What follows belongs to an exercise in optimizing a design on an open flow for small area, a short achievable clock period and few clock cycles; a production flow would make more cautious choices.
Function was checked by simulation only, so behaviour that the tests miss may differ from the original.
The flow treats the clock pin as an ideal source, which a real chip does not have.
Power figures rest on the tool's default switching activity, not on a simulated workload.

==> flow/design.v (excerpt) <==
module l2_write_buffer (
    input  logic   clk_i,
    input  logic   rst_i,
    input  logic   l2_read,
    input  logic   l2_write,
    input  l2_wb_types::addr_t  l2_address,
    input  l2_wb_types::line_t  l2_wdata,
    output logic   l2_resp,
    output l2_wb_types::line_t  l2_rdata,
    output logic   pmem_read,
    output logic   pmem_write,
    output l2_wb_types::addr_t  pmem_address,
    output l2_wb_types::line_t  pmem_wdata,
    input  logic   pmem_resp,
    input  l2_wb_types::line_t  pmem_rdata,
    output logic   wb_empty
);
    logic                   resp_q;
    logic                   pmem_read_q;
    logic                   pmem_write_q;
    logic                   dirty_q;       
    logic                   valid_q;       
    logic                   resp_i_q;
    logic                   rd_i_q;        
    logic                   wr_i_q;        
    l2_wb_types::lineaddr_t line_q;        
    l2_wb_types::line_t     data;
    logic hit;
    logic free;      
    logic new_req;   
    logic load_w;
    logic start_rd;
    logic rd_hit;
    logic fill;      
    logic take;      
    logic keep;      
    logic resp_d;
    logic rd_d;
    logic wr_d;
    assign hit      = valid_q && (line_q == l2_wb_types::line_of(l2_address));
    assign free     = !(rd_i_q || wr_i_q) || pmem_resp;
    assign new_req  = !resp_i_q && !rd_i_q;
    assign load_w   = new_req && l2_write && free;
    assign rd_hit   = new_req && l2_read && hit;
  ...
Settings: LEC_CHECK=0, CAP_MARGIN=20, CORE_AREA=10 10 250 250, CTS_CLUSTER_DIAMETER=60, CTS_CLUSTER_SIZE=30, DIE_AREA=0 0 260 260, SETUP_SLACK_MARGIN=2.8, SLEW_MARGIN=20; clock period 5.0 ns.
standard.sh (not shown) runs the stock make flow with config.mk's settings and CLKGATE_MAP_FILE= SYNTH_SCRIPT=/design/flow/synth_recipe.tcl, a recipe that flattens the netlist after the stock synthesis.
==> flow/flow/run.sh <==
#!/bin/bash
# Standard layout (standard.sh) with: port buffers made from the smallest plain
# buffer, high-fanout nets split into buffer trees before timing repair, the
# pins placed on more metal layers so that the die can be smaller, and the four
# pins of each data bit (l2_wdata, pmem_rdata, l2_rdata, pmem_wdata) kept
# together.
set -euo pipefail
export BUFFER_PORTS_ARGS="-buffer_cell sky130_fd_sc_hd__buf_1"
export PRE_RESIZE_TCL="$PWD/flow/pre_resize.tcl"
pins=""
if [[ -f flow/pins.args ]]; then pins="$(cat flow/pins.args)"; fi
if [[ -f flow/group_bits ]]; then
  for i in $(seq 0 255); do
    pins="$pins -group_pins {l2_wdata[$i] pmem_rdata[$i] l2_rdata[$i] pmem_wdata[$i]}"
  done
fi
export PLACE_PINS_ARGS="$pins"
if [[ -f flow/io_v.txt ]]; then export IO_PLACER_V="$(cat flow/io_v.txt)"; fi
if [[ -f flow/io_h.txt ]]; then export IO_PLACER_H="$(cat flow/io_h.txt)"; fi
if [[ -f flow/post_cts.tcl ]]; then export POST_CTS_TCL="$PWD/flow/post_cts.tcl"; fi
bash standard.sh > standard_flow.log 2>&1
==> flow/flow/group_bits <==
group
==> flow/flow/io_v.txt <==
met2 met4
==> flow/flow/pre_resize.tcl <==
# no fanout limit
Testbench counts at the start, summed over its fixed seeds: cycles 25,351.
Then changed:
==> flow/flow/pre_resize.tcl (replaced) <==
set_max_fanout 40 [current_design]
- CORE_AREA: 10 10 250 250 -> 10 10 290 290
- CTS_CLUSTER_DIAMETER: 60 -> 100
- CTS_CLUSTER_SIZE: 30 -> 20
- DIE_AREA: 0 0 260 260 -> 0 0 300 300
Result:
- clock power came out lower by 19%
- global-route usage came out lower by 3.1 points
- critical path depth came out higher by 1
- utilization came out lower by 7.2 points
- sequential share of layout area came out lower by 0.73 points
- worst hold slack loses 0.0067 ns
- synthesized cell count does not change
- worst setup slack loses 0.014 ns
- power came out lower by 4.1%
- count of clock-buffer cells in the layout came out lower by 3
Then changed:
==> flow/flow/run.sh (replaced) <==
#!/bin/bash
# The standard layout (standard.sh, unchanged synthesis) with three changes:
#  - the port buffers are the smallest plain buffer (buf_1) instead of the
#    default delay buffer;
#  - the pins may also use met4 on the top and bottom edges, so that the 1065
#    pins fit on a smaller die;
#  - the four pins of each data bit (l2_wdata, pmem_rdata, l2_rdata,
#    pmem_wdata) are placed next to each other, next to that bit's register.
# The whole output of the ORFS run goes to standard_flow.log here, and each
# ORFS step keeps its own log under orfs/logs/.
set -euo pipefail
export BUFFER_PORTS_ARGS="-buffer_cell sky130_fd_sc_hd__buf_1"
export IO_PLACER_V="met2 met4"
pins=""
for i in $(seq 0 255); do
  pins="$pins -group_pins {l2_wdata[$i] pmem_rdata[$i] l2_rdata[$i] pmem_wdata[$i]}"
done
export PLACE_PINS_ARGS="$pins"
bash standard.sh > standard_flow.log 2>&1
- CORE_AREA: 10 10 290 290 -> 10 10 250 250
- DIE_AREA: 0 0 300 300 -> 0 0 260 260
removed: flow/flow/group_bits
removed: flow/flow/io_v.txt
removed: flow/flow/pre_resize.tcl
Result:
- worst setup slack is better by 0.028 ns
- final area is lower by a few percent
- power shrinks slightly
- synthesized cell count stays the same
- clock power went down by a few percent
- critical path depth stays the same
- register-to-register slack improved by 0.03 ns
- hold slack improves by 0.025 ns
- via count barely changes
- flip-flop and latch count does not change
Then changed:
==> flow/flow/run.sh (replaced) <==
#!/bin/bash
# Standard layout (standard.sh) with: port buffers made from the smallest plain
# buffer, high-fanout nets split into buffer trees before timing repair, and
# the pins placed on more metal layers so that the die can be smaller.
set -euo pipefail
export BUFFER_PORTS_ARGS="-buffer_cell sky130_fd_sc_hd__buf_1"
export PRE_RESIZE_TCL="$PWD/flow/pre_resize.tcl"
if [[ -f flow/pins.args ]]; then export PLACE_PINS_ARGS="$(cat flow/pins.args)"; fi
if [[ -f flow/io_v.txt ]]; then export IO_PLACER_V="$(cat flow/io_v.txt)"; fi
if [[ -f flow/io_h.txt ]]; then export IO_PLACER_H="$(cat flow/io_h.txt)"; fi
if [[ -f flow/post_cts.tcl ]]; then export POST_CTS_TCL="$PWD/flow/post_cts.tcl"; fi
bash standard.sh > standard_flow.log 2>&1
==> flow/flow/io_v.txt (new file) <==
met2 met4
==> flow/flow/post_cts.tcl (new file) <==
# Collapse the middle levels of the clock tree so that every leaf clock buffer
# is driven by the root clock buffer directly.
set block [ord::get_db_block]
set collapsed 0
foreach inst [$block getInsts] {
  set name [$inst getName]
  if {![regexp {^clkbuf_[1-9][0-9]*_} $name]} { continue }
  set innet [[$inst findITerm A] getNet]
  set outnet [[$inst findITerm X] getNet]
  foreach it [$outnet getITerms] {
    if {[$it getInst] eq $inst} { continue }
    $it disconnect
    $it connect $innet
  }
  odb::dbInst_destroy $inst
  odb::dbNet_destroy $outnet
  incr collapsed
}
puts "post_cts: collapsed $collapsed clock buffers"
==> flow/flow/pre_resize.tcl (new file) <==
set_max_fanout 16 [current_design]
- CORE_AREA: 10 10 250 250 -> 10 10 290 290
- DIE_AREA: 0 0 260 260 -> 0 0 300 300
- SETUP_SLACK_MARGIN: 2.8 -> 2.9
The changed run ran to the end with no violations.
Register-to-register slack got worse by 0.05 ns.
Global-route usage grows by 3.2 points.
Critical path depth grows by 10.
Via count grows by about 14%.
Synthesized area stays the same.
Final area grows by 19%.
Die area grows by 33%.
Maximum frequency shrinks by 0.47%.

## re-timing with driven ports
How much do the figures lean on ideal ports? The routed layouts below were timed once more, with nothing changed but the port constraints.
Step 1 sets driving cells, clkbuf_16 on the clock port and buf_2 on the other inputs (assumed; they add their load-dependent delay and slew).
Step 2 also shifts input and output timing later by t, the mid clock arrival at the registers, as if the neighbouring blocks saw the same clock.
Slacks: no drivers / after step 1 / after step 2; pairs: no drivers / after step 1.
| run | t, ns | setup WS [ns] | worst setup path at the end | worst register clock-pin slew, ns | cell pins on the clock port's net |
|---|---|---|---|---|---|
| the first run | 0.587 | 2.871 / 2.822 / 2.297 | input to register | 0.08 / 0.08 | 1 |
| the second run | 0.581 | 2.857 / 2.798 / 2.284 | input to register | 0.09 / 0.09 | 1 |
| the third run | 0.555 | 2.885 / 2.836 / 2.308 | input to register | 0.09 / 0.09 | 1 |
| the fourth run | 0.568 | 2.875 / 2.862 / 2.294 | input to register | 0.09 / 0.09 | 1 |
After both steps every run listed still meets setup and hold. For the fourth run, which loses most, drivers alone change the setup slack by -0.013 ns; drivers and shift together by -0.581 ns.
